Background: an optimization exercise with open tools, aiming at small area. Do not read the settings as production practice. Only the layout flow was run in this run; the RTL was not checked for function there. Power is estimated from default activity; no workload was simulated.

$ cat constraint.sdc
create_clock -name core_clock -period 12.0 [get_ports {clk}]
set_input_delay 2.4000 -clock core_clock [delete_from_list [all_inputs] [get_ports {clk}]]
set_output_delay 2.4000 -clock core_clock [all_outputs]
set_load 0.01 [all_outputs]
$ cat standard.sh
#!/bin/bash
# synth_recipe.tcl (not shown) runs the flow's synth.tcl, then flattens the netlist and writes it again
# the make line also repeats each setting of config.mk as NAME=value (left out here)
make -C /OpenROAD-flow-scripts/flow DESIGN_CONFIG=/design/flow/config.mk WORK_HOME=/design/flow/orfs CLKGATE_MAP_FILE= SYNTH_SCRIPT=/design/flow/synth_recipe.tcl "${@:-finish}"
$ cat flow/run.sh
#!/bin/bash
# Standard ORFS layout with two changes: the ports are buffered with the smallest
# plain buffer, and clock tree synthesis adds no dummy load cells.
set -euo pipefail
export BUFFER_PORTS_ARGS="-buffer_cell sky130_fd_sc_hd__buf_1"
export CTS_ARGS="-sink_clustering_enable -repair_clock_nets -buf_list sky130_fd_sc_hd__clkbuf_8 -dont_use_dummy_load"
bash standard.sh > standard.log 2>&1
$ cat config.mk
export PLATFORM = sky130hd
export DESIGN_NAME = local_move
export DESIGN_NICKNAME = local_move
export VERILOG_FILES = /design/flow/design.v
export SDC_FILE = /design/flow/constraint.sdc
export NUM_CORES = 4
export LEC_CHECK = 0
export CAP_MARGIN = 20
export CORE_MARGIN = 2
export CORE_UTILIZATION = 75
export CTS_BUF_LIST = sky130_fd_sc_hd__clkbuf_8
export SLEW_MARGIN = 20
export SYNTH_HIERARCHICAL = 1
$ cat design.v
`default_nettype none
package sat_pkg;
    localparam int num_bool_vars = 2;                        
    localparam int num_int_vars  = 2;                        
    localparam int num_vars      = num_bool_vars + num_int_vars;  
    localparam int num_clauses   = 4;                        
    localparam int int_width  = 4;    
    localparam int sum_width  = 10;   
    localparam int gain_width = 3;    
    localparam int idx_width  = $clog2(num_clauses);
    localparam int assign_w = num_bool_vars + 2 * int_width;   
    localparam int code_w   = 2 * num_bool_vars;
    localparam int bias_lsb = code_w;
    localparam int coef0_lsb = code_w + int_width;
    localparam int coef1_lsb = code_w + 2 * int_width;
    localparam int clause_w = code_w + 3 * int_width;   
    localparam int formula_w = num_clauses * clause_w;
endpackage
`default_nettype wire
`default_nettype none
module lm_fa
(
    input  wire a,
    input  wire b,
    input  wire c,
    output wire s,
    output wire co
);
    assign s  = a ^ b ^ c;
    assign co = (a & b) | (a & c) | (b & c);
endmodule
module lm_ha
(
    input  wire a,
    input  wire b,
    output wire s,
    output wire co
);
    assign s  = a ^ b;
    assign co = a & b;
endmodule
`default_nettype wire
`default_nettype none
module local_move
(
    input  logic        clk,
    input  logic        rst_n,
    input  logic        clause_write,
    input  logic [1:0]  clause_index,
    input  logic [15:0] clause_data,
    input  logic [3:0]  clause_enable,
    input  logic [9:0]  current,
    input  logic [1:0]  bool_propose_enable,
    input  logic [1:0]  int_propose_enable,
    input  logic        start,
    output logic [11:0] gains,
    output logic [2:0]  best_gain,
    output logic [9:0]  best_assignment,
    output logic        done
);
    wire [15:0] wdata = {clause_data[15:4],
                         clause_data[3] & clause_data[2], clause_data[3] & ~clause_data[2],
                         clause_data[1] & clause_data[0], clause_data[1] & ~clause_data[0]};
    logic [15:0] cl0, cl1, cl2, cl3;
    logic [3:0]  cv;
    always_ff @(posedge clk)
    begin
        if (clause_write && clause_index == 2'd0) cl0 <= wdata;
        if (clause_write && clause_index == 2'd1) cl1 <= wdata;
        if (clause_write && clause_index == 2'd2) cl2 <= wdata;
        if (clause_write && clause_index == 2'd3) cl3 <= wdata;
    end
    always_ff @(posedge clk or negedge rst_n)
    begin
        if (!rst_n)
            cv <= '0;
        else if (clause_write)
            cv[clause_index] <= 1'b1;
    end
    wire [3:0] x  = current[3:0];
    wire [3:0] y  = current[7:4];
    wire       p0 = current[8];
    wire       p1 = current[9];
    wire       xw = (current[3:0] == 4'd7);   
    wire       yw = (current[7:4] == 4'd7);
    wire [3:0] sat0, sat1, sat2, sat3, sat4;
    wire [15:0] c_0 = cl0;
    wire [3:0] b_0 = c_0[7:4];
    wire [3:0] c0_0 = c_0[11:8];
    wire [3:0] c1_0 = c_0[15:12];
    wire k0_1, k0_2, k0_3, k0_4, k0_5, k0_6, k0_7, k0_8, k0_9, k0_10, k0_11, k0_12, k0_13, k0_14, k0_15, k0_16, k0_17, k0_18, k0_19, k0_20, k0_21, k0_22, k0_23, k0_24, k0_25, k0_26, k0_27, k0_28, k0_29, k0_30, k0_31, k0_32, k0_33, k0_34, k0_35, k0_36, k0_37, k0_38, k0_39, k0_40, k0_41, k0_42, k0_43, k0_44, k0_45, k0_46, k0_47, k0_48, k0_49, k0_50, k0_51, k0_52, k0_53, k0_54, k0_55, k0_56, k0_57, k0_58, k0_59, k0_60, k0_61, k0_62, k0_63, k0_64, k0_65, k0_66, k0_67, k0_68, k0_69, k0_70, k0_71, k0_72, k0_73, k0_74, k0_75, k0_76, k0_77, k0_78, k0_79, k0_80, k0_81, k0_82, k0_83, k0_84, k0_85, k0_86, k0_87, k0_88, k0_89, k0_90, k0_91, k0_92, k0_93, k0_94, k0_95, k0_96, k0_97, k0_98, k0_99, k0_100, k0_101, k0_102, k0_103, k0_104, k0_105, k0_106, k0_107, k0_108, k0_109, k0_110, k0_111, k0_112, k0_113, k0_114;
    lm_fa u_k0_1 (.a((c1_0[0] & y[0])), .b((c0_0[0] & x[0])), .c(b_0[0]), .s(k0_1), .co(k0_2));
    lm_fa u_k0_3 (.a((c1_0[0] & y[1])), .b((c1_0[1] & y[0])), .c((c0_0[0] & x[1])), .s(k0_3), .co(k0_4));
    lm_fa u_k0_5 (.a((c0_0[1] & x[0])), .b(b_0[1]), .c(k0_2), .s(k0_5), .co(k0_6));
    lm_ha u_k0_7 (.a(k0_3), .b(k0_5), .s(k0_7), .co(k0_8));
    lm_fa u_k0_9 (.a((c1_0[0] & y[2])), .b((c1_0[1] & y[1])), .c((c1_0[2] & y[0])), .s(k0_9), .co(k0_10));
    lm_fa u_k0_11 (.a((c0_0[0] & x[2])), .b((c0_0[1] & x[1])), .c((c0_0[2] & x[0])), .s(k0_11), .co(k0_12));
    lm_fa u_k0_13 (.a(b_0[2]), .b(k0_4), .c(k0_6), .s(k0_13), .co(k0_14));
    lm_fa u_k0_15 (.a(k0_8), .b(k0_9), .c(k0_11), .s(k0_15), .co(k0_16));
    lm_ha u_k0_17 (.a(k0_13), .b(k0_15), .s(k0_17), .co(k0_18));
    lm_fa u_k0_19 (.a((~c1_0[0] | ~y[3])), .b((c1_0[1] & y[2])), .c((c1_0[2] & y[1])), .s(k0_19), .co(k0_20));
    lm_fa u_k0_21 (.a((~c1_0[3] | ~y[0])), .b((~c0_0[0] | ~x[3])), .c((c0_0[1] & x[2])), .s(k0_21), .co(k0_22));
    lm_fa u_k0_23 (.a((c0_0[2] & x[1])), .b((~c0_0[3] | ~x[0])), .c(~b_0[3]), .s(k0_23), .co(k0_24));
    lm_fa u_k0_25 (.a(1'b1), .b(k0_10), .c(k0_12), .s(k0_25), .co(k0_26));
    lm_fa u_k0_27 (.a(k0_14), .b(k0_16), .c(k0_18), .s(k0_27), .co(k0_28));
    lm_fa u_k0_29 (.a(k0_19), .b(k0_21), .c(k0_23), .s(k0_29), .co(k0_30));
    lm_fa u_k0_31 (.a(k0_25), .b(k0_27), .c(k0_29), .s(k0_31), .co(k0_32));
    lm_fa u_k0_33 (.a((~c1_0[1] | ~y[3])), .b((c1_0[2] & y[2])), .c((~c1_0[3] | ~y[1])), .s(k0_33), .co(k0_34));
    lm_fa u_k0_35 (.a((~c0_0[1] | ~x[3])), .b((c0_0[2] & x[2])), .c((~c0_0[3] | ~x[1])), .s(k0_35), .co(k0_36));
    lm_fa u_k0_37 (.a(1'b1), .b(k0_20), .c(k0_22), .s(k0_37), .co(k0_38));
    lm_fa u_k0_39 (.a(k0_24), .b(k0_26), .c(k0_28), .s(k0_39), .co(k0_40));
    lm_fa u_k0_41 (.a(k0_30), .b(k0_32), .c(k0_33), .s(k0_41), .co(k0_42));
    lm_fa u_k0_43 (.a(k0_35), .b(k0_37), .c(k0_39), .s(k0_43), .co(k0_44));
    lm_ha u_k0_45 (.a(k0_41), .b(k0_43), .s(k0_45), .co(k0_46));
    lm_fa u_k0_47 (.a((~c1_0[2] | ~y[3])), .b((~c1_0[3] | ~y[2])), .c((~c0_0[2] | ~x[3])), .s(k0_47), .co(k0_48));
    lm_fa u_k0_49 (.a((~c0_0[3] | ~x[2])), .b(k0_34), .c(k0_36), .s(k0_49), .co(k0_50));
    lm_fa u_k0_51 (.a(k0_38), .b(k0_40), .c(k0_42), .s(k0_51), .co(k0_52));
    lm_fa u_k0_53 (.a(k0_44), .b(k0_46), .c(k0_47), .s(k0_53), .co(k0_54));
    lm_fa u_k0_55 (.a(k0_49), .b(k0_51), .c(k0_53), .s(k0_55), .co(k0_56));
    lm_fa u_k0_57 (.a((c1_0[3] & y[3])), .b((c0_0[3] & x[3])), .c(k0_48), .s(k0_57), .co(k0_58));
    lm_fa u_k0_59 (.a(k0_50), .b(k0_52), .c(k0_54), .s(k0_59), .co(k0_60));
    lm_fa u_k0_61 (.a(k0_56), .b(k0_57), .c(k0_59), .s(k0_61), .co(k0_62));
    lm_fa u_k0_63 (.a(k0_58), .b(k0_60), .c(k0_62), .s(k0_63), .co(k0_64));
    assign k0_65 = 1'b1 ^ k0_64;
    assign k0_66 = ~k0_65;
    assign k0_67 = k0_1 ^ c0_0[0];
    assign k0_68 = k0_1 & c0_0[0];
    assign k0_69 = k0_7 ^ c0_0[1] ^ k0_68;
    assign k0_70 = (k0_7 & c0_0[1]) | (k0_7 & k0_68) | (c0_0[1] & k0_68);
    assign k0_71 = k0_17 ^ c0_0[2] ^ k0_70;
    assign k0_72 = (k0_17 & c0_0[2]) | (k0_17 & k0_70) | (c0_0[2] & k0_70);
    assign k0_73 = k0_31 ^ c0_0[3] ^ k0_72;
    assign k0_74 = (k0_31 & c0_0[3]) | (k0_31 & k0_72) | (c0_0[3] & k0_72);
    lm_fa u_k0_75 (.a(k0_45), .b(c0_0[3]), .c(k0_74), .s(k0_75), .co(k0_76));
    lm_fa u_k0_77 (.a(k0_55), .b(c0_0[3]), .c(k0_76), .s(k0_77), .co(k0_78));
    lm_fa u_k0_79 (.a(k0_61), .b(c0_0[3]), .c(k0_78), .s(k0_79), .co(k0_80));
    lm_fa u_k0_81 (.a(k0_63), .b(c0_0[3]), .c(k0_80), .s(k0_81), .co(k0_82));
    assign k0_83 = k0_65 ^ c0_0[3] ^ k0_82;
    assign k0_84 = ~k0_83;
    assign k0_85 = k0_75 | ~c0_0[0];
    assign k0_86 = (k0_77 & ~c0_0[1]) | (k0_77 & k0_85) | (~c0_0[1] & k0_85);
    assign k0_87 = (k0_79 & ~c0_0[2]) | (k0_79 & k0_86) | (~c0_0[2] & k0_86);
    assign k0_88 = (k0_81 & ~c0_0[3]) | (k0_81 & k0_87) | (~c0_0[3] & k0_87);
    assign k0_89 = ~(k0_83 ^ ~c0_0[3] ^ k0_88);
    assign k0_90 = xw ? k0_89 : k0_84;
    assign k0_91 = k0_1 ^ c1_0[0];
    assign k0_92 = k0_1 & c1_0[0];
    assign k0_93 = k0_7 ^ c1_0[1] ^ k0_92;
    assign k0_94 = (k0_7 & c1_0[1]) | (k0_7 & k0_92) | (c1_0[1] & k0_92);
    assign k0_95 = k0_17 ^ c1_0[2] ^ k0_94;
    assign k0_96 = (k0_17 & c1_0[2]) | (k0_17 & k0_94) | (c1_0[2] & k0_94);
    assign k0_97 = k0_31 ^ c1_0[3] ^ k0_96;
    assign k0_98 = (k0_31 & c1_0[3]) | (k0_31 & k0_96) | (c1_0[3] & k0_96);
    lm_fa u_k0_99 (.a(k0_45), .b(c1_0[3]), .c(k0_98), .s(k0_99), .co(k0_100));
    lm_fa u_k0_101 (.a(k0_55), .b(c1_0[3]), .c(k0_100), .s(k0_101), .co(k0_102));
    lm_fa u_k0_103 (.a(k0_61), .b(c1_0[3]), .c(k0_102), .s(k0_103), .co(k0_104));
    lm_fa u_k0_105 (.a(k0_63), .b(c1_0[3]), .c(k0_104), .s(k0_105), .co(k0_106));
    assign k0_107 = k0_65 ^ c1_0[3] ^ k0_106;
    assign k0_108 = ~k0_107;
    assign k0_109 = k0_99 | ~c1_0[0];
    assign k0_110 = (k0_101 & ~c1_0[1]) | (k0_101 & k0_109) | (~c1_0[1] & k0_109);
    assign k0_111 = (k0_103 & ~c1_0[2]) | (k0_103 & k0_110) | (~c1_0[2] & k0_110);
    assign k0_112 = (k0_105 & ~c1_0[3]) | (k0_105 & k0_111) | (~c1_0[3] & k0_111);
    assign k0_113 = ~(k0_107 ^ ~c1_0[3] ^ k0_112);
    assign k0_114 = yw ? k0_113 : k0_108;
    wire h0_0  = p0 ? c_0[1] : c_0[0];
    wire h0f_0 = p0 ? c_0[0] : c_0[1];
    wire h1_0  = p1 ? c_0[3] : c_0[2];
    wire h1f_0 = p1 ? c_0[2] : c_0[3];
    wire z_0 = ~cv[0];
    wire en_0 = clause_enable[0];
    assign sat0[0] = en_0 & (z_0 | h0_0  | h1_0  | k0_66);
    assign sat1[0] = en_0 & (z_0 | h0f_0 | h1_0  | k0_66);
    assign sat2[0] = en_0 & (z_0 | h0_0  | h1f_0 | k0_66);
    assign sat3[0] = en_0 & (z_0 | h0_0  | h1_0  | k0_90);
    assign sat4[0] = en_0 & (z_0 | h0_0  | h1_0  | k0_114);
    wire [15:0] c_1 = cl1;
    wire [3:0] b_1 = c_1[7:4];
    wire [3:0] c0_1 = c_1[11:8];
    wire [3:0] c1_1 = c_1[15:12];
    wire k1_1, k1_2, k1_3, k1_4, k1_5, k1_6, k1_7, k1_8, k1_9, k1_10, k1_11, k1_12, k1_13, k1_14, k1_15, k1_16, k1_17, k1_18, k1_19, k1_20, k1_21, k1_22, k1_23, k1_24, k1_25, k1_26, k1_27, k1_28, k1_29, k1_30, k1_31, k1_32, k1_33, k1_34, k1_35, k1_36, k1_37, k1_38, k1_39, k1_40, k1_41, k1_42, k1_43, k1_44, k1_45, k1_46, k1_47, k1_48, k1_49, k1_50, k1_51, k1_52, k1_53, k1_54, k1_55, k1_56, k1_57, k1_58, k1_59, k1_60, k1_61, k1_62, k1_63, k1_64, k1_65, k1_66, k1_67, k1_68, k1_69, k1_70, k1_71, k1_72, k1_73, k1_74, k1_75, k1_76, k1_77, k1_78, k1_79, k1_80, k1_81, k1_82, k1_83, k1_84, k1_85, k1_86, k1_87, k1_88, k1_89, k1_90, k1_91, k1_92, k1_93, k1_94, k1_95, k1_96, k1_97, k1_98, k1_99, k1_100, k1_101, k1_102, k1_103, k1_104, k1_105, k1_106, k1_107, k1_108, k1_109, k1_110, k1_111, k1_112, k1_113, k1_114;
    lm_fa u_k1_1 (.a((c1_1[0] & y[0])), .b((c0_1[0] & x[0])), .c(b_1[0]), .s(k1_1), .co(k1_2));
    lm_fa u_k1_3 (.a((c1_1[0] & y[1])), .b((c1_1[1] & y[0])), .c((c0_1[0] & x[1])), .s(k1_3), .co(k1_4));
    lm_fa u_k1_5 (.a((c0_1[1] & x[0])), .b(b_1[1]), .c(k1_2), .s(k1_5), .co(k1_6));
    lm_ha u_k1_7 (.a(k1_3), .b(k1_5), .s(k1_7), .co(k1_8));
    lm_fa u_k1_9 (.a((c1_1[0] & y[2])), .b((c1_1[1] & y[1])), .c((c1_1[2] & y[0])), .s(k1_9), .co(k1_10));
    lm_fa u_k1_11 (.a((c0_1[0] & x[2])), .b((c0_1[1] & x[1])), .c((c0_1[2] & x[0])), .s(k1_11), .co(k1_12));
    lm_fa u_k1_13 (.a(b_1[2]), .b(k1_4), .c(k1_6), .s(k1_13), .co(k1_14));
    lm_fa u_k1_15 (.a(k1_8), .b(k1_9), .c(k1_11), .s(k1_15), .co(k1_16));
    lm_ha u_k1_17 (.a(k1_13), .b(k1_15), .s(k1_17), .co(k1_18));
    lm_fa u_k1_19 (.a((~c1_1[0] | ~y[3])), .b((c1_1[1] & y[2])), .c((c1_1[2] & y[1])), .s(k1_19), .co(k1_20));
    lm_fa u_k1_21 (.a((~c1_1[3] | ~y[0])), .b((~c0_1[0] | ~x[3])), .c((c0_1[1] & x[2])), .s(k1_21), .co(k1_22));
    lm_fa u_k1_23 (.a((c0_1[2] & x[1])), .b((~c0_1[3] | ~x[0])), .c(~b_1[3]), .s(k1_23), .co(k1_24));
    lm_fa u_k1_25 (.a(1'b1), .b(k1_10), .c(k1_12), .s(k1_25), .co(k1_26));
    lm_fa u_k1_27 (.a(k1_14), .b(k1_16), .c(k1_18), .s(k1_27), .co(k1_28));
    lm_fa u_k1_29 (.a(k1_19), .b(k1_21), .c(k1_23), .s(k1_29), .co(k1_30));
    lm_fa u_k1_31 (.a(k1_25), .b(k1_27), .c(k1_29), .s(k1_31), .co(k1_32));
    lm_fa u_k1_33 (.a((~c1_1[1] | ~y[3])), .b((c1_1[2] & y[2])), .c((~c1_1[3] | ~y[1])), .s(k1_33), .co(k1_34));
    lm_fa u_k1_35 (.a((~c0_1[1] | ~x[3])), .b((c0_1[2] & x[2])), .c((~c0_1[3] | ~x[1])), .s(k1_35), .co(k1_36));
    lm_fa u_k1_37 (.a(1'b1), .b(k1_20), .c(k1_22), .s(k1_37), .co(k1_38));
    lm_fa u_k1_39 (.a(k1_24), .b(k1_26), .c(k1_28), .s(k1_39), .co(k1_40));
    lm_fa u_k1_41 (.a(k1_30), .b(k1_32), .c(k1_33), .s(k1_41), .co(k1_42));
    lm_fa u_k1_43 (.a(k1_35), .b(k1_37), .c(k1_39), .s(k1_43), .co(k1_44));
    lm_ha u_k1_45 (.a(k1_41), .b(k1_43), .s(k1_45), .co(k1_46));
    lm_fa u_k1_47 (.a((~c1_1[2] | ~y[3])), .b((~c1_1[3] | ~y[2])), .c((~c0_1[2] | ~x[3])), .s(k1_47), .co(k1_48));
    lm_fa u_k1_49 (.a((~c0_1[3] | ~x[2])), .b(k1_34), .c(k1_36), .s(k1_49), .co(k1_50));
    lm_fa u_k1_51 (.a(k1_38), .b(k1_40), .c(k1_42), .s(k1_51), .co(k1_52));
    lm_fa u_k1_53 (.a(k1_44), .b(k1_46), .c(k1_47), .s(k1_53), .co(k1_54));
    lm_fa u_k1_55 (.a(k1_49), .b(k1_51), .c(k1_53), .s(k1_55), .co(k1_56));
    lm_fa u_k1_57 (.a((c1_1[3] & y[3])), .b((c0_1[3] & x[3])), .c(k1_48), .s(k1_57), .co(k1_58));
    lm_fa u_k1_59 (.a(k1_50), .b(k1_52), .c(k1_54), .s(k1_59), .co(k1_60));
    lm_fa u_k1_61 (.a(k1_56), .b(k1_57), .c(k1_59), .s(k1_61), .co(k1_62));
    lm_fa u_k1_63 (.a(k1_58), .b(k1_60), .c(k1_62), .s(k1_63), .co(k1_64));
    assign k1_65 = 1'b1 ^ k1_64;
    assign k1_66 = ~k1_65;
    assign k1_67 = k1_1 ^ c0_1[0];
    assign k1_68 = k1_1 & c0_1[0];
    assign k1_69 = k1_7 ^ c0_1[1] ^ k1_68;
    assign k1_70 = (k1_7 & c0_1[1]) | (k1_7 & k1_68) | (c0_1[1] & k1_68);
    assign k1_71 = k1_17 ^ c0_1[2] ^ k1_70;
    assign k1_72 = (k1_17 & c0_1[2]) | (k1_17 & k1_70) | (c0_1[2] & k1_70);
    assign k1_73 = k1_31 ^ c0_1[3] ^ k1_72;
    assign k1_74 = (k1_31 & c0_1[3]) | (k1_31 & k1_72) | (c0_1[3] & k1_72);
    lm_fa u_k1_75 (.a(k1_45), .b(c0_1[3]), .c(k1_74), .s(k1_75), .co(k1_76));
    lm_fa u_k1_77 (.a(k1_55), .b(c0_1[3]), .c(k1_76), .s(k1_77), .co(k1_78));
    lm_fa u_k1_79 (.a(k1_61), .b(c0_1[3]), .c(k1_78), .s(k1_79), .co(k1_80));
    lm_fa u_k1_81 (.a(k1_63), .b(c0_1[3]), .c(k1_80), .s(k1_81), .co(k1_82));
    assign k1_83 = k1_65 ^ c0_1[3] ^ k1_82;
    assign k1_84 = ~k1_83;
    assign k1_85 = k1_75 | ~c0_1[0];
    assign k1_86 = (k1_77 & ~c0_1[1]) | (k1_77 & k1_85) | (~c0_1[1] & k1_85);
    assign k1_87 = (k1_79 & ~c0_1[2]) | (k1_79 & k1_86) | (~c0_1[2] & k1_86);
    assign k1_88 = (k1_81 & ~c0_1[3]) | (k1_81 & k1_87) | (~c0_1[3] & k1_87);
    assign k1_89 = ~(k1_83 ^ ~c0_1[3] ^ k1_88);
    assign k1_90 = xw ? k1_89 : k1_84;
    assign k1_91 = k1_1 ^ c1_1[0];
    assign k1_92 = k1_1 & c1_1[0];
    assign k1_93 = k1_7 ^ c1_1[1] ^ k1_92;
    assign k1_94 = (k1_7 & c1_1[1]) | (k1_7 & k1_92) | (c1_1[1] & k1_92);
    assign k1_95 = k1_17 ^ c1_1[2] ^ k1_94;
    assign k1_96 = (k1_17 & c1_1[2]) | (k1_17 & k1_94) | (c1_1[2] & k1_94);
    assign k1_97 = k1_31 ^ c1_1[3] ^ k1_96;
    assign k1_98 = (k1_31 & c1_1[3]) | (k1_31 & k1_96) | (c1_1[3] & k1_96);
    lm_fa u_k1_99 (.a(k1_45), .b(c1_1[3]), .c(k1_98), .s(k1_99), .co(k1_100));
    lm_fa u_k1_101 (.a(k1_55), .b(c1_1[3]), .c(k1_100), .s(k1_101), .co(k1_102));
    lm_fa u_k1_103 (.a(k1_61), .b(c1_1[3]), .c(k1_102), .s(k1_103), .co(k1_104));
    lm_fa u_k1_105 (.a(k1_63), .b(c1_1[3]), .c(k1_104), .s(k1_105), .co(k1_106));
    assign k1_107 = k1_65 ^ c1_1[3] ^ k1_106;
    assign k1_108 = ~k1_107;
    assign k1_109 = k1_99 | ~c1_1[0];
    assign k1_110 = (k1_101 & ~c1_1[1]) | (k1_101 & k1_109) | (~c1_1[1] & k1_109);
    assign k1_111 = (k1_103 & ~c1_1[2]) | (k1_103 & k1_110) | (~c1_1[2] & k1_110);
    assign k1_112 = (k1_105 & ~c1_1[3]) | (k1_105 & k1_111) | (~c1_1[3] & k1_111);
    assign k1_113 = ~(k1_107 ^ ~c1_1[3] ^ k1_112);
    assign k1_114 = yw ? k1_113 : k1_108;
    wire h0_1  = p0 ? c_1[1] : c_1[0];
    wire h0f_1 = p0 ? c_1[0] : c_1[1];
    wire h1_1  = p1 ? c_1[3] : c_1[2];
    wire h1f_1 = p1 ? c_1[2] : c_1[3];
    wire z_1 = ~cv[1];
    wire en_1 = clause_enable[1];
    assign sat0[1] = en_1 & (z_1 | h0_1  | h1_1  | k1_66);
    assign sat1[1] = en_1 & (z_1 | h0f_1 | h1_1  | k1_66);
    assign sat2[1] = en_1 & (z_1 | h0_1  | h1f_1 | k1_66);
    assign sat3[1] = en_1 & (z_1 | h0_1  | h1_1  | k1_90);
    assign sat4[1] = en_1 & (z_1 | h0_1  | h1_1  | k1_114);
    wire [15:0] c_2 = cl2;
    wire [3:0] b_2 = c_2[7:4];
    wire [3:0] c0_2 = c_2[11:8];
    wire [3:0] c1_2 = c_2[15:12];
    wire k2_1, k2_2, k2_3, k2_4, k2_5, k2_6, k2_7, k2_8, k2_9, k2_10, k2_11, k2_12, k2_13, k2_14, k2_15, k2_16, k2_17, k2_18, k2_19, k2_20, k2_21, k2_22, k2_23, k2_24, k2_25, k2_26, k2_27, k2_28, k2_29, k2_30, k2_31, k2_32, k2_33, k2_34, k2_35, k2_36, k2_37, k2_38, k2_39, k2_40, k2_41, k2_42, k2_43, k2_44, k2_45, k2_46, k2_47, k2_48, k2_49, k2_50, k2_51, k2_52, k2_53, k2_54, k2_55, k2_56, k2_57, k2_58, k2_59, k2_60, k2_61, k2_62, k2_63, k2_64, k2_65, k2_66, k2_67, k2_68, k2_69, k2_70, k2_71, k2_72, k2_73, k2_74, k2_75, k2_76, k2_77, k2_78, k2_79, k2_80, k2_81, k2_82, k2_83, k2_84, k2_85, k2_86, k2_87, k2_88, k2_89, k2_90, k2_91, k2_92, k2_93, k2_94, k2_95, k2_96, k2_97, k2_98, k2_99, k2_100, k2_101, k2_102, k2_103, k2_104, k2_105, k2_106, k2_107, k2_108, k2_109, k2_110, k2_111, k2_112, k2_113, k2_114;
    lm_fa u_k2_1 (.a((c1_2[0] & y[0])), .b((c0_2[0] & x[0])), .c(b_2[0]), .s(k2_1), .co(k2_2));
    lm_fa u_k2_3 (.a((c1_2[0] & y[1])), .b((c1_2[1] & y[0])), .c((c0_2[0] & x[1])), .s(k2_3), .co(k2_4));
    lm_fa u_k2_5 (.a((c0_2[1] & x[0])), .b(b_2[1]), .c(k2_2), .s(k2_5), .co(k2_6));
    lm_ha u_k2_7 (.a(k2_3), .b(k2_5), .s(k2_7), .co(k2_8));
    lm_fa u_k2_9 (.a((c1_2[0] & y[2])), .b((c1_2[1] & y[1])), .c((c1_2[2] & y[0])), .s(k2_9), .co(k2_10));
    lm_fa u_k2_11 (.a((c0_2[0] & x[2])), .b((c0_2[1] & x[1])), .c((c0_2[2] & x[0])), .s(k2_11), .co(k2_12));
    lm_fa u_k2_13 (.a(b_2[2]), .b(k2_4), .c(k2_6), .s(k2_13), .co(k2_14));
    lm_fa u_k2_15 (.a(k2_8), .b(k2_9), .c(k2_11), .s(k2_15), .co(k2_16));
    lm_ha u_k2_17 (.a(k2_13), .b(k2_15), .s(k2_17), .co(k2_18));
    lm_fa u_k2_19 (.a((~c1_2[0] | ~y[3])), .b((c1_2[1] & y[2])), .c((c1_2[2] & y[1])), .s(k2_19), .co(k2_20));
    lm_fa u_k2_21 (.a((~c1_2[3] | ~y[0])), .b((~c0_2[0] | ~x[3])), .c((c0_2[1] & x[2])), .s(k2_21), .co(k2_22));
    lm_fa u_k2_23 (.a((c0_2[2] & x[1])), .b((~c0_2[3] | ~x[0])), .c(~b_2[3]), .s(k2_23), .co(k2_24));
    lm_fa u_k2_25 (.a(1'b1), .b(k2_10), .c(k2_12), .s(k2_25), .co(k2_26));
    lm_fa u_k2_27 (.a(k2_14), .b(k2_16), .c(k2_18), .s(k2_27), .co(k2_28));
    lm_fa u_k2_29 (.a(k2_19), .b(k2_21), .c(k2_23), .s(k2_29), .co(k2_30));
    lm_fa u_k2_31 (.a(k2_25), .b(k2_27), .c(k2_29), .s(k2_31), .co(k2_32));
    lm_fa u_k2_33 (.a((~c1_2[1] | ~y[3])), .b((c1_2[2] & y[2])), .c((~c1_2[3] | ~y[1])), .s(k2_33), .co(k2_34));
    lm_fa u_k2_35 (.a((~c0_2[1] | ~x[3])), .b((c0_2[2] & x[2])), .c((~c0_2[3] | ~x[1])), .s(k2_35), .co(k2_36));
    lm_fa u_k2_37 (.a(1'b1), .b(k2_20), .c(k2_22), .s(k2_37), .co(k2_38));
    lm_fa u_k2_39 (.a(k2_24), .b(k2_26), .c(k2_28), .s(k2_39), .co(k2_40));
    lm_fa u_k2_41 (.a(k2_30), .b(k2_32), .c(k2_33), .s(k2_41), .co(k2_42));
    lm_fa u_k2_43 (.a(k2_35), .b(k2_37), .c(k2_39), .s(k2_43), .co(k2_44));
    lm_ha u_k2_45 (.a(k2_41), .b(k2_43), .s(k2_45), .co(k2_46));
    lm_fa u_k2_47 (.a((~c1_2[2] | ~y[3])), .b((~c1_2[3] | ~y[2])), .c((~c0_2[2] | ~x[3])), .s(k2_47), .co(k2_48));
    lm_fa u_k2_49 (.a((~c0_2[3] | ~x[2])), .b(k2_34), .c(k2_36), .s(k2_49), .co(k2_50));
    lm_fa u_k2_51 (.a(k2_38), .b(k2_40), .c(k2_42), .s(k2_51), .co(k2_52));
    lm_fa u_k2_53 (.a(k2_44), .b(k2_46), .c(k2_47), .s(k2_53), .co(k2_54));
    lm_fa u_k2_55 (.a(k2_49), .b(k2_51), .c(k2_53), .s(k2_55), .co(k2_56));
    lm_fa u_k2_57 (.a((c1_2[3] & y[3])), .b((c0_2[3] & x[3])), .c(k2_48), .s(k2_57), .co(k2_58));
    lm_fa u_k2_59 (.a(k2_50), .b(k2_52), .c(k2_54), .s(k2_59), .co(k2_60));
    lm_fa u_k2_61 (.a(k2_56), .b(k2_57), .c(k2_59), .s(k2_61), .co(k2_62));
    lm_fa u_k2_63 (.a(k2_58), .b(k2_60), .c(k2_62), .s(k2_63), .co(k2_64));
    assign k2_65 = 1'b1 ^ k2_64;
    assign k2_66 = ~k2_65;
    assign k2_67 = k2_1 ^ c0_2[0];
    assign k2_68 = k2_1 & c0_2[0];
    assign k2_69 = k2_7 ^ c0_2[1] ^ k2_68;
    assign k2_70 = (k2_7 & c0_2[1]) | (k2_7 & k2_68) | (c0_2[1] & k2_68);
    assign k2_71 = k2_17 ^ c0_2[2] ^ k2_70;
    assign k2_72 = (k2_17 & c0_2[2]) | (k2_17 & k2_70) | (c0_2[2] & k2_70);
    assign k2_73 = k2_31 ^ c0_2[3] ^ k2_72;
    assign k2_74 = (k2_31 & c0_2[3]) | (k2_31 & k2_72) | (c0_2[3] & k2_72);
    lm_fa u_k2_75 (.a(k2_45), .b(c0_2[3]), .c(k2_74), .s(k2_75), .co(k2_76));
    lm_fa u_k2_77 (.a(k2_55), .b(c0_2[3]), .c(k2_76), .s(k2_77), .co(k2_78));
    lm_fa u_k2_79 (.a(k2_61), .b(c0_2[3]), .c(k2_78), .s(k2_79), .co(k2_80));
    lm_fa u_k2_81 (.a(k2_63), .b(c0_2[3]), .c(k2_80), .s(k2_81), .co(k2_82));
    assign k2_83 = k2_65 ^ c0_2[3] ^ k2_82;
    assign k2_84 = ~k2_83;
    assign k2_85 = k2_75 | ~c0_2[0];
    assign k2_86 = (k2_77 & ~c0_2[1]) | (k2_77 & k2_85) | (~c0_2[1] & k2_85);
    assign k2_87 = (k2_79 & ~c0_2[2]) | (k2_79 & k2_86) | (~c0_2[2] & k2_86);
    assign k2_88 = (k2_81 & ~c0_2[3]) | (k2_81 & k2_87) | (~c0_2[3] & k2_87);
    assign k2_89 = ~(k2_83 ^ ~c0_2[3] ^ k2_88);
    assign k2_90 = xw ? k2_89 : k2_84;
    assign k2_91 = k2_1 ^ c1_2[0];
    assign k2_92 = k2_1 & c1_2[0];
    assign k2_93 = k2_7 ^ c1_2[1] ^ k2_92;
    assign k2_94 = (k2_7 & c1_2[1]) | (k2_7 & k2_92) | (c1_2[1] & k2_92);
    assign k2_95 = k2_17 ^ c1_2[2] ^ k2_94;
    assign k2_96 = (k2_17 & c1_2[2]) | (k2_17 & k2_94) | (c1_2[2] & k2_94);
    assign k2_97 = k2_31 ^ c1_2[3] ^ k2_96;
    assign k2_98 = (k2_31 & c1_2[3]) | (k2_31 & k2_96) | (c1_2[3] & k2_96);
    lm_fa u_k2_99 (.a(k2_45), .b(c1_2[3]), .c(k2_98), .s(k2_99), .co(k2_100));
    lm_fa u_k2_101 (.a(k2_55), .b(c1_2[3]), .c(k2_100), .s(k2_101), .co(k2_102));
    lm_fa u_k2_103 (.a(k2_61), .b(c1_2[3]), .c(k2_102), .s(k2_103), .co(k2_104));
    lm_fa u_k2_105 (.a(k2_63), .b(c1_2[3]), .c(k2_104), .s(k2_105), .co(k2_106));
    assign k2_107 = k2_65 ^ c1_2[3] ^ k2_106;
    assign k2_108 = ~k2_107;
    assign k2_109 = k2_99 | ~c1_2[0];
    assign k2_110 = (k2_101 & ~c1_2[1]) | (k2_101 & k2_109) | (~c1_2[1] & k2_109);
    assign k2_111 = (k2_103 & ~c1_2[2]) | (k2_103 & k2_110) | (~c1_2[2] & k2_110);
    assign k2_112 = (k2_105 & ~c1_2[3]) | (k2_105 & k2_111) | (~c1_2[3] & k2_111);
    assign k2_113 = ~(k2_107 ^ ~c1_2[3] ^ k2_112);
    assign k2_114 = yw ? k2_113 : k2_108;
    wire h0_2  = p0 ? c_2[1] : c_2[0];
    wire h0f_2 = p0 ? c_2[0] : c_2[1];
    wire h1_2  = p1 ? c_2[3] : c_2[2];
    wire h1f_2 = p1 ? c_2[2] : c_2[3];
    wire z_2 = ~cv[2];
    wire en_2 = clause_enable[2];
    assign sat0[2] = en_2 & (z_2 | h0_2  | h1_2  | k2_66);
    assign sat1[2] = en_2 & (z_2 | h0f_2 | h1_2  | k2_66);
    assign sat2[2] = en_2 & (z_2 | h0_2  | h1f_2 | k2_66);
    assign sat3[2] = en_2 & (z_2 | h0_2  | h1_2  | k2_90);
    assign sat4[2] = en_2 & (z_2 | h0_2  | h1_2  | k2_114);
    wire [15:0] c_3 = cl3;
    wire [3:0] b_3 = c_3[7:4];
    wire [3:0] c0_3 = c_3[11:8];
    wire [3:0] c1_3 = c_3[15:12];
    wire k3_1, k3_2, k3_3, k3_4, k3_5, k3_6, k3_7, k3_8, k3_9, k3_10, k3_11, k3_12, k3_13, k3_14, k3_15, k3_16, k3_17, k3_18, k3_19, k3_20, k3_21, k3_22, k3_23, k3_24, k3_25, k3_26, k3_27, k3_28, k3_29, k3_30, k3_31, k3_32, k3_33, k3_34, k3_35, k3_36, k3_37, k3_38, k3_39, k3_40, k3_41, k3_42, k3_43, k3_44, k3_45, k3_46, k3_47, k3_48, k3_49, k3_50, k3_51, k3_52, k3_53, k3_54, k3_55, k3_56, k3_57, k3_58, k3_59, k3_60, k3_61, k3_62, k3_63, k3_64, k3_65, k3_66, k3_67, k3_68, k3_69, k3_70, k3_71, k3_72, k3_73, k3_74, k3_75, k3_76, k3_77, k3_78, k3_79, k3_80, k3_81, k3_82, k3_83, k3_84, k3_85, k3_86, k3_87, k3_88, k3_89, k3_90, k3_91, k3_92, k3_93, k3_94, k3_95, k3_96, k3_97, k3_98, k3_99, k3_100, k3_101, k3_102, k3_103, k3_104, k3_105, k3_106, k3_107, k3_108, k3_109, k3_110, k3_111, k3_112, k3_113, k3_114;
    lm_fa u_k3_1 (.a((c1_3[0] & y[0])), .b((c0_3[0] & x[0])), .c(b_3[0]), .s(k3_1), .co(k3_2));
    lm_fa u_k3_3 (.a((c1_3[0] & y[1])), .b((c1_3[1] & y[0])), .c((c0_3[0] & x[1])), .s(k3_3), .co(k3_4));
    lm_fa u_k3_5 (.a((c0_3[1] & x[0])), .b(b_3[1]), .c(k3_2), .s(k3_5), .co(k3_6));
    lm_ha u_k3_7 (.a(k3_3), .b(k3_5), .s(k3_7), .co(k3_8));
    lm_fa u_k3_9 (.a((c1_3[0] & y[2])), .b((c1_3[1] & y[1])), .c((c1_3[2] & y[0])), .s(k3_9), .co(k3_10));
    lm_fa u_k3_11 (.a((c0_3[0] & x[2])), .b((c0_3[1] & x[1])), .c((c0_3[2] & x[0])), .s(k3_11), .co(k3_12));
    lm_fa u_k3_13 (.a(b_3[2]), .b(k3_4), .c(k3_6), .s(k3_13), .co(k3_14));
    lm_fa u_k3_15 (.a(k3_8), .b(k3_9), .c(k3_11), .s(k3_15), .co(k3_16));
    lm_ha u_k3_17 (.a(k3_13), .b(k3_15), .s(k3_17), .co(k3_18));
    lm_fa u_k3_19 (.a((~c1_3[0] | ~y[3])), .b((c1_3[1] & y[2])), .c((c1_3[2] & y[1])), .s(k3_19), .co(k3_20));
    lm_fa u_k3_21 (.a((~c1_3[3] | ~y[0])), .b((~c0_3[0] | ~x[3])), .c((c0_3[1] & x[2])), .s(k3_21), .co(k3_22));
    lm_fa u_k3_23 (.a((c0_3[2] & x[1])), .b((~c0_3[3] | ~x[0])), .c(~b_3[3]), .s(k3_23), .co(k3_24));
    lm_fa u_k3_25 (.a(1'b1), .b(k3_10), .c(k3_12), .s(k3_25), .co(k3_26));
    lm_fa u_k3_27 (.a(k3_14), .b(k3_16), .c(k3_18), .s(k3_27), .co(k3_28));
    lm_fa u_k3_29 (.a(k3_19), .b(k3_21), .c(k3_23), .s(k3_29), .co(k3_30));
    lm_fa u_k3_31 (.a(k3_25), .b(k3_27), .c(k3_29), .s(k3_31), .co(k3_32));
    lm_fa u_k3_33 (.a((~c1_3[1] | ~y[3])), .b((c1_3[2] & y[2])), .c((~c1_3[3] | ~y[1])), .s(k3_33), .co(k3_34));
    lm_fa u_k3_35 (.a((~c0_3[1] | ~x[3])), .b((c0_3[2] & x[2])), .c((~c0_3[3] | ~x[1])), .s(k3_35), .co(k3_36));
    lm_fa u_k3_37 (.a(1'b1), .b(k3_20), .c(k3_22), .s(k3_37), .co(k3_38));
    lm_fa u_k3_39 (.a(k3_24), .b(k3_26), .c(k3_28), .s(k3_39), .co(k3_40));
    lm_fa u_k3_41 (.a(k3_30), .b(k3_32), .c(k3_33), .s(k3_41), .co(k3_42));
    lm_fa u_k3_43 (.a(k3_35), .b(k3_37), .c(k3_39), .s(k3_43), .co(k3_44));
    lm_ha u_k3_45 (.a(k3_41), .b(k3_43), .s(k3_45), .co(k3_46));
    lm_fa u_k3_47 (.a((~c1_3[2] | ~y[3])), .b((~c1_3[3] | ~y[2])), .c((~c0_3[2] | ~x[3])), .s(k3_47), .co(k3_48));
    lm_fa u_k3_49 (.a((~c0_3[3] | ~x[2])), .b(k3_34), .c(k3_36), .s(k3_49), .co(k3_50));
    lm_fa u_k3_51 (.a(k3_38), .b(k3_40), .c(k3_42), .s(k3_51), .co(k3_52));
    lm_fa u_k3_53 (.a(k3_44), .b(k3_46), .c(k3_47), .s(k3_53), .co(k3_54));
    lm_fa u_k3_55 (.a(k3_49), .b(k3_51), .c(k3_53), .s(k3_55), .co(k3_56));
    lm_fa u_k3_57 (.a((c1_3[3] & y[3])), .b((c0_3[3] & x[3])), .c(k3_48), .s(k3_57), .co(k3_58));
    lm_fa u_k3_59 (.a(k3_50), .b(k3_52), .c(k3_54), .s(k3_59), .co(k3_60));
    lm_fa u_k3_61 (.a(k3_56), .b(k3_57), .c(k3_59), .s(k3_61), .co(k3_62));
    lm_fa u_k3_63 (.a(k3_58), .b(k3_60), .c(k3_62), .s(k3_63), .co(k3_64));
    assign k3_65 = 1'b1 ^ k3_64;
    assign k3_66 = ~k3_65;
    assign k3_67 = k3_1 ^ c0_3[0];
    assign k3_68 = k3_1 & c0_3[0];
    assign k3_69 = k3_7 ^ c0_3[1] ^ k3_68;
    assign k3_70 = (k3_7 & c0_3[1]) | (k3_7 & k3_68) | (c0_3[1] & k3_68);
    assign k3_71 = k3_17 ^ c0_3[2] ^ k3_70;
    assign k3_72 = (k3_17 & c0_3[2]) | (k3_17 & k3_70) | (c0_3[2] & k3_70);
    assign k3_73 = k3_31 ^ c0_3[3] ^ k3_72;
    assign k3_74 = (k3_31 & c0_3[3]) | (k3_31 & k3_72) | (c0_3[3] & k3_72);
    lm_fa u_k3_75 (.a(k3_45), .b(c0_3[3]), .c(k3_74), .s(k3_75), .co(k3_76));
    lm_fa u_k3_77 (.a(k3_55), .b(c0_3[3]), .c(k3_76), .s(k3_77), .co(k3_78));
    lm_fa u_k3_79 (.a(k3_61), .b(c0_3[3]), .c(k3_78), .s(k3_79), .co(k3_80));
    lm_fa u_k3_81 (.a(k3_63), .b(c0_3[3]), .c(k3_80), .s(k3_81), .co(k3_82));
    assign k3_83 = k3_65 ^ c0_3[3] ^ k3_82;
    assign k3_84 = ~k3_83;
    assign k3_85 = k3_75 | ~c0_3[0];
    assign k3_86 = (k3_77 & ~c0_3[1]) | (k3_77 & k3_85) | (~c0_3[1] & k3_85);
    assign k3_87 = (k3_79 & ~c0_3[2]) | (k3_79 & k3_86) | (~c0_3[2] & k3_86);
    assign k3_88 = (k3_81 & ~c0_3[3]) | (k3_81 & k3_87) | (~c0_3[3] & k3_87);
    assign k3_89 = ~(k3_83 ^ ~c0_3[3] ^ k3_88);
    assign k3_90 = xw ? k3_89 : k3_84;
    assign k3_91 = k3_1 ^ c1_3[0];
    assign k3_92 = k3_1 & c1_3[0];
    assign k3_93 = k3_7 ^ c1_3[1] ^ k3_92;
    assign k3_94 = (k3_7 & c1_3[1]) | (k3_7 & k3_92) | (c1_3[1] & k3_92);
    assign k3_95 = k3_17 ^ c1_3[2] ^ k3_94;
    assign k3_96 = (k3_17 & c1_3[2]) | (k3_17 & k3_94) | (c1_3[2] & k3_94);
    assign k3_97 = k3_31 ^ c1_3[3] ^ k3_96;
    assign k3_98 = (k3_31 & c1_3[3]) | (k3_31 & k3_96) | (c1_3[3] & k3_96);
    lm_fa u_k3_99 (.a(k3_45), .b(c1_3[3]), .c(k3_98), .s(k3_99), .co(k3_100));
    lm_fa u_k3_101 (.a(k3_55), .b(c1_3[3]), .c(k3_100), .s(k3_101), .co(k3_102));
    lm_fa u_k3_103 (.a(k3_61), .b(c1_3[3]), .c(k3_102), .s(k3_103), .co(k3_104));
    lm_fa u_k3_105 (.a(k3_63), .b(c1_3[3]), .c(k3_104), .s(k3_105), .co(k3_106));
    assign k3_107 = k3_65 ^ c1_3[3] ^ k3_106;
    assign k3_108 = ~k3_107;
    assign k3_109 = k3_99 | ~c1_3[0];
    assign k3_110 = (k3_101 & ~c1_3[1]) | (k3_101 & k3_109) | (~c1_3[1] & k3_109);
    assign k3_111 = (k3_103 & ~c1_3[2]) | (k3_103 & k3_110) | (~c1_3[2] & k3_110);
    assign k3_112 = (k3_105 & ~c1_3[3]) | (k3_105 & k3_111) | (~c1_3[3] & k3_111);
    assign k3_113 = ~(k3_107 ^ ~c1_3[3] ^ k3_112);
    assign k3_114 = yw ? k3_113 : k3_108;
    wire h0_3  = p0 ? c_3[1] : c_3[0];
    wire h0f_3 = p0 ? c_3[0] : c_3[1];
    wire h1_3  = p1 ? c_3[3] : c_3[2];
    wire h1f_3 = p1 ? c_3[2] : c_3[3];
    wire z_3 = ~cv[3];
    wire en_3 = clause_enable[3];
    assign sat0[3] = en_3 & (z_3 | h0_3  | h1_3  | k3_66);
    assign sat1[3] = en_3 & (z_3 | h0f_3 | h1_3  | k3_66);
    assign sat2[3] = en_3 & (z_3 | h0_3  | h1f_3 | k3_66);
    assign sat3[3] = en_3 & (z_3 | h0_3  | h1_3  | k3_90);
    assign sat4[3] = en_3 & (z_3 | h0_3  | h1_3  | k3_114);
    wire [2:0] cnt0, cnt1, cnt2, cnt3, cnt4;
    wire [3:0] satv [5];
    wire [2:0] cntv [5];
    assign satv[0] = sat0;
    assign satv[1] = sat1;
    assign satv[2] = sat2;
    assign satv[3] = sat3;
    assign satv[4] = sat4;
    for (genvar j = 0; j < 5; j++)
    begin : g_pop
        wire s0, c0, c1;
        lm_fa u_fa (.a(satv[j][0]), .b(satv[j][1]), .c(satv[j][2]), .s(s0), .co(c0));
        lm_ha u_h0 (.a(s0), .b(satv[j][3]), .s(cntv[j][0]), .co(c1));
        lm_ha u_h1 (.a(c0), .b(c1), .s(cntv[j][1]), .co(cntv[j][2]));
    end
    assign cnt0 = cntv[0];
    assign cnt1 = cntv[1];
    assign cnt2 = cntv[2];
    assign cnt3 = cntv[3];
    assign cnt4 = cntv[4];
    logic [14:0] s1_cnt;
    logic [9:0]  s1_cur;
    logic [3:0]  s1_pe;
    logic        v1;
    always_ff @(posedge clk)
    begin
        s1_cnt <= {cnt4, cnt3, cnt2, cnt1, cnt0};
        s1_cur <= current;
        s1_pe  <= {int_propose_enable, bool_propose_enable};
    end
    always_ff @(posedge clk or negedge rst_n)
    begin
        if (!rst_n)
            v1 <= 1'b0;
        else
            v1 <= start;
    end
    wire [2:0] g [4];
    for (genvar j = 0; j < 4; j++)
    begin : g_mask
        assign g[j] = s1_pe[j] ? s1_cnt[3*(j+1) +: 3] : 3'd0;
    end
    wire [11:0] r_gains = {g[3], g[2], g[1], g[0]};
    wire       m2 = g[0][2] | g[1][2] | g[2][2] | g[3][2];
    wire       m1 = ~m2 & (g[0][1] | g[1][1] | g[2][1] | g[3][1]);
    wire       m0 = ~m2 & ((g[0][0] & (g[0][1] == m1)) | (g[1][0] & (g[1][1] == m1)) |
                           (g[2][0] & (g[2][1] == m1)) | (g[3][0] & (g[3][1] == m1)));
    wire [2:0] mx = {m2, m1, m0};
    wire [3:0] e;
    for (genvar j = 0; j < 4; j++)
    begin : g_eq
        assign e[j] = s1_pe[j] & (g[j] == mx);
    end
    wire [3:0] win = {e[3] & ~e[2] & ~e[1] & ~e[0], e[2] & ~e[1] & ~e[0], e[1] & ~e[0], e[0]};
    wire [2:0] r_best = (|s1_pe) ? mx : s1_cnt[2:0];
    wire [3:0] xi = {s1_cur[3] ^ (&s1_cur[2:0]), s1_cur[2] ^ (&s1_cur[1:0]), s1_cur[1] ^ s1_cur[0], ~s1_cur[0]};
    wire [3:0] yi = {s1_cur[7] ^ (&s1_cur[6:4]), s1_cur[6] ^ (&s1_cur[5:4]), s1_cur[5] ^ s1_cur[4], ~s1_cur[4]};
    wire [9:0] r_assign = {s1_cur[9] ^ win[1], s1_cur[8] ^ win[0],
                           win[3] ? yi : s1_cur[7:4],
                           win[2] ? xi : s1_cur[3:0]};
    always_ff @(posedge clk or negedge rst_n)
    begin
        if (!rst_n)
        begin
            gains           <= '0;
            best_gain       <= '0;
            best_assignment <= '0;
            done            <= 1'b0;
        end
        else
        begin
            done <= v1;
            if (v1)
            begin
                gains           <= r_gains;
                best_gain       <= r_best;
                best_assignment <= r_assign;
            end
        end
    end
endmodule
`default_nettype wire
==> results.cfg <==
[power]
vdd_drop_max_v = 0.0003183
pwr-share-comb = 0.693
power_density_mw_per_mm2 = 258.6
power_switching_w = 0.001196
p_seq_frac = 0.209
swShare = 0.4466
p_leak_nw = 3.996
intPower_w = 0.001482
p_clk_frac = 0.099
p_total_w = 0.002678

[die]
die_y_um = 117.5
start_util = 0.7662
die_x_um = 117.5
fp.coreArea_sq_mm = 0.01262
ios = 66
placementRows = 41
dieArea_sq_mm = 0.01382

[sta]
finalHoldViolCount = 0
fin_skew_ps = 26.31
tns_ps = 0
slew_violations = 0
relSlewSlack = 0.3838
period_minus_slack_ps = 10290
finalSetupViolCount = 0
rsz0062_at_grt = no
worst_pin_slew_ps = 924.3
max_freq_mhz = 97.21
finalWorstSetupSlack_ps = 1714
fin_crit_sh = 0.8572

[finish]
antenna_cells = 0
fill_cells = 760
num-nets-final = 1102
syn2layout_area_growth_pct = 7.078
utilization = 0.8204
drive_gt1_frac = 0.05789
final_cells = 1053

[setup_path]
critical_path.slowest_cell = fa_1
timing.rr.start = cl0[12]
worstPathRequired_ps = 12320
cp_common_cell = fa_1
cp_cell_sequence = buf_1, and2_1, fa_1, fa_1, ha_1, fa_1, ha_1, fa_1, fa_1, fa_1, ha_1, fa_1, fa_1, fa_1, fa_1, fa_1, inv_1, o21ai_0, o21ai_0, xnor2_1, o21a_1, fa_1, ha_1, ha_1
crit_type = input port to flip-flop
critical_path.startpoint = current[4]
cpPeakStageDelay_ps = 560
endpoint_kind = flip-flop
cp-start-kind = input port
worstPathArrival_ps = 10610
cp_max_fo = 12

[run_status]
status = finished clean

[run]
max-cap-violations = 0

[drt]
first_pass_iters = 5
vias = 6670
drc = 0
final_antenna_net_count = 0
drt-initial-drc-count = 642
wl_per_cell_um = 21.39
vias_per_cell = 6.334
routed_wl_um = 22530

[clock_tree]
cts.clk_slew.worst_paths_ps = 60
cts_max_level = 4
hold_buffers = 0
cts_root_buf = clkbuf_8
cts_resized = 0
cts_setup_buffers = 0
cts_tree = done
numClockSinks = 124
clk_latency_ps = 450
cts_made_buffers = 17
cts_buffer_depth = 2

[synth]
yosysTopAreaCell = fa_1
syn_avg_cell_area_sq_um = 12.10
ys_warn_count = 7
synth_seq_cells = 124
synth_cell_types = 54
synth-seq-area-share = 0.3390
yosysMostFrequentCell = fa_1
async_reset_ff_frac = 0.2500
yosys-top-cells-count = fa_1, nand2_1, and2_1
synth_area_leaders = fa_1, edfxtp_1, dfrtp_1
synthCells = 799
syn_area_sq_mm = 0.009669
synth_edf_count = 64
synth_ff_type = edfxtp_1
synth_top_cell_area_share = 0.3168

[global_route]
overflow = 0
grt_max_degree = 52
grt_usage = 0.3490
grt_pass1_vias = 7225
grt_pass1_wl_um = 36690
antenna_found_initial = 0

[place]
dp_cells = 1036
io_buffers = 65
dp_hpwl_um = 17470
gp_congestion = 0.9523
dpl_worst_slack_ps = 1293

[hold_path]
hp-start = s1_cnt[2]
hold_class = flip-flop to flip-flop
[state kept, by name (all words and copies together) (netlist names)]
register,flops
cl0,16
cl1,16
cl2,16
cl3,16
s1_cnt,15
gains,12
best_assignment,10
s1_cur,10
cv,4
s1_pe,4
best_gain,3
done,1
v1,1
[per-module statistics from Yosys (local to each module, per instance)]
module	times used	flops+latches
local_move	1	124
lm_fa	153	0
lm_ha	22	0
[final timing paths]
check	endpoint	slack [ps]	cells after the start
max	s1_cnt[10]	1710	24
min	best_gain[2]	490	2
max reg2reg	s1_cnt[10]	3630	23
min reg2reg	best_gain[2]	490	2
max in group asynchronous	best_assignment[3]	9440	1
min in group asynchronous	cv[1]	2020	1
[critical path: cells and delay by family]
family,cells,cell delay (ps)
fa+ha+maj,17,6830
xor+xnor,1,160
simple gates,1,320
buf+inv,2,370
compound gates,3,510
[area by class of cell]
type                       instances  area (sq um)  area share
timing repair buffer              78         342.8     0.03311
multi-input combinational        627          6152      0.5942
clock buffer                      17         234.0     0.02260
sequential                       124          3278      0.3166
tap                              172         215.2     0.02079
inverter                          35         131.4     0.01269
[cells by family (layout without fill, tap and decap cells)]
logic type               after synthesis  count (layout)  synth area share
XOR/XNOR                              21              21           0.01902
adder cells (fa/ha/maj)              197             197            0.3690
buffers and inverters                 55             130           0.02795
AO/OA/AOI/OAI                        106             106           0.07143
flip-flops                           124             124            0.3390
multiplexers                          21              21           0.02226
AND/OR/NAND/NOR                      274             274            0.1509
other                                  1               8         0.0003878
[cell usage in the layout, fill, tap and decap left out, types with 8 or more instances in the layout]
cell,instances
ha_1,26
nand2b_1,9
o21ai_0,26
conb_1,8
nand3_1,26
mux2i_1,17
edfxtp_1,64
o21a_1,12
fa_1,153
inv_1,35
buf_4,13
and2_1,87
maj3_1,18
dfxtp_1,29
nand2_1,88
a21oi_1,23
buf_1,64
nor2_1,23
dfrtp_1,31
clkbuf_8,17
a31oi_1,17
xnor2_1,14
[power by group through the flow]
stage	Sequential [W]	Combinational, W	Clock, W
after floorplan	0.000557	0.00140	0
after global placement	0.000565	0.00168	0
after detailed placement	0.000566	0.00182	0
after CTS	0.000558	0.00183	0.000267
after global routing	0.000567	0.00207	0.000283
final	0.000559	0.00185	0.000264
[through the flow]
step | hold WS (ps) | instance area (sq um)
global placement | 474.8 | 10120
global route | 510.9 | 10350
finish | 494.0 | 10350
detailed placement | 489.1 | 10120
floorplan | 431.4 | 9696
CTS | 494.9 | 10350
[layer usage]
metal	track usage	vias to the layer above	routed length (um)
met4	0.1370	0	730
met2	0.5658	331	11210
li1	-	2873	-
met1	0.4615	3400	8600
met5	0	-	0
met3	0.08672	66	1986

[static timing again, ports no longer ideal]
In the flow no input, the clock included, has a driving cell. The finished layout below was timed again as built, in two steps. Step 1: set_driving_cell puts a clkbuf_16 on clk and a buf_2 on each other input, an assumption about the parent block. Step 2 adds t to the input delays and takes it off the output delays; t is the mean of the earliest and latest rising clock arrival at the registers after step 1. Input paths then give back, and output paths get back, about the clock's delay inside the block. Three values: no drivers, after step 1, after step 2; two values: the first two.
t, ns: 0.473
slack for setup (ns): 1.714 / 1.725 / 1.252
slew at the worst register clock pin (ns): 0.08 / 0.08
After both steps setup and hold are still met in this run. The setup slack of this run moves by +0.011 ns with the drivers and by -0.462 ns with both steps.
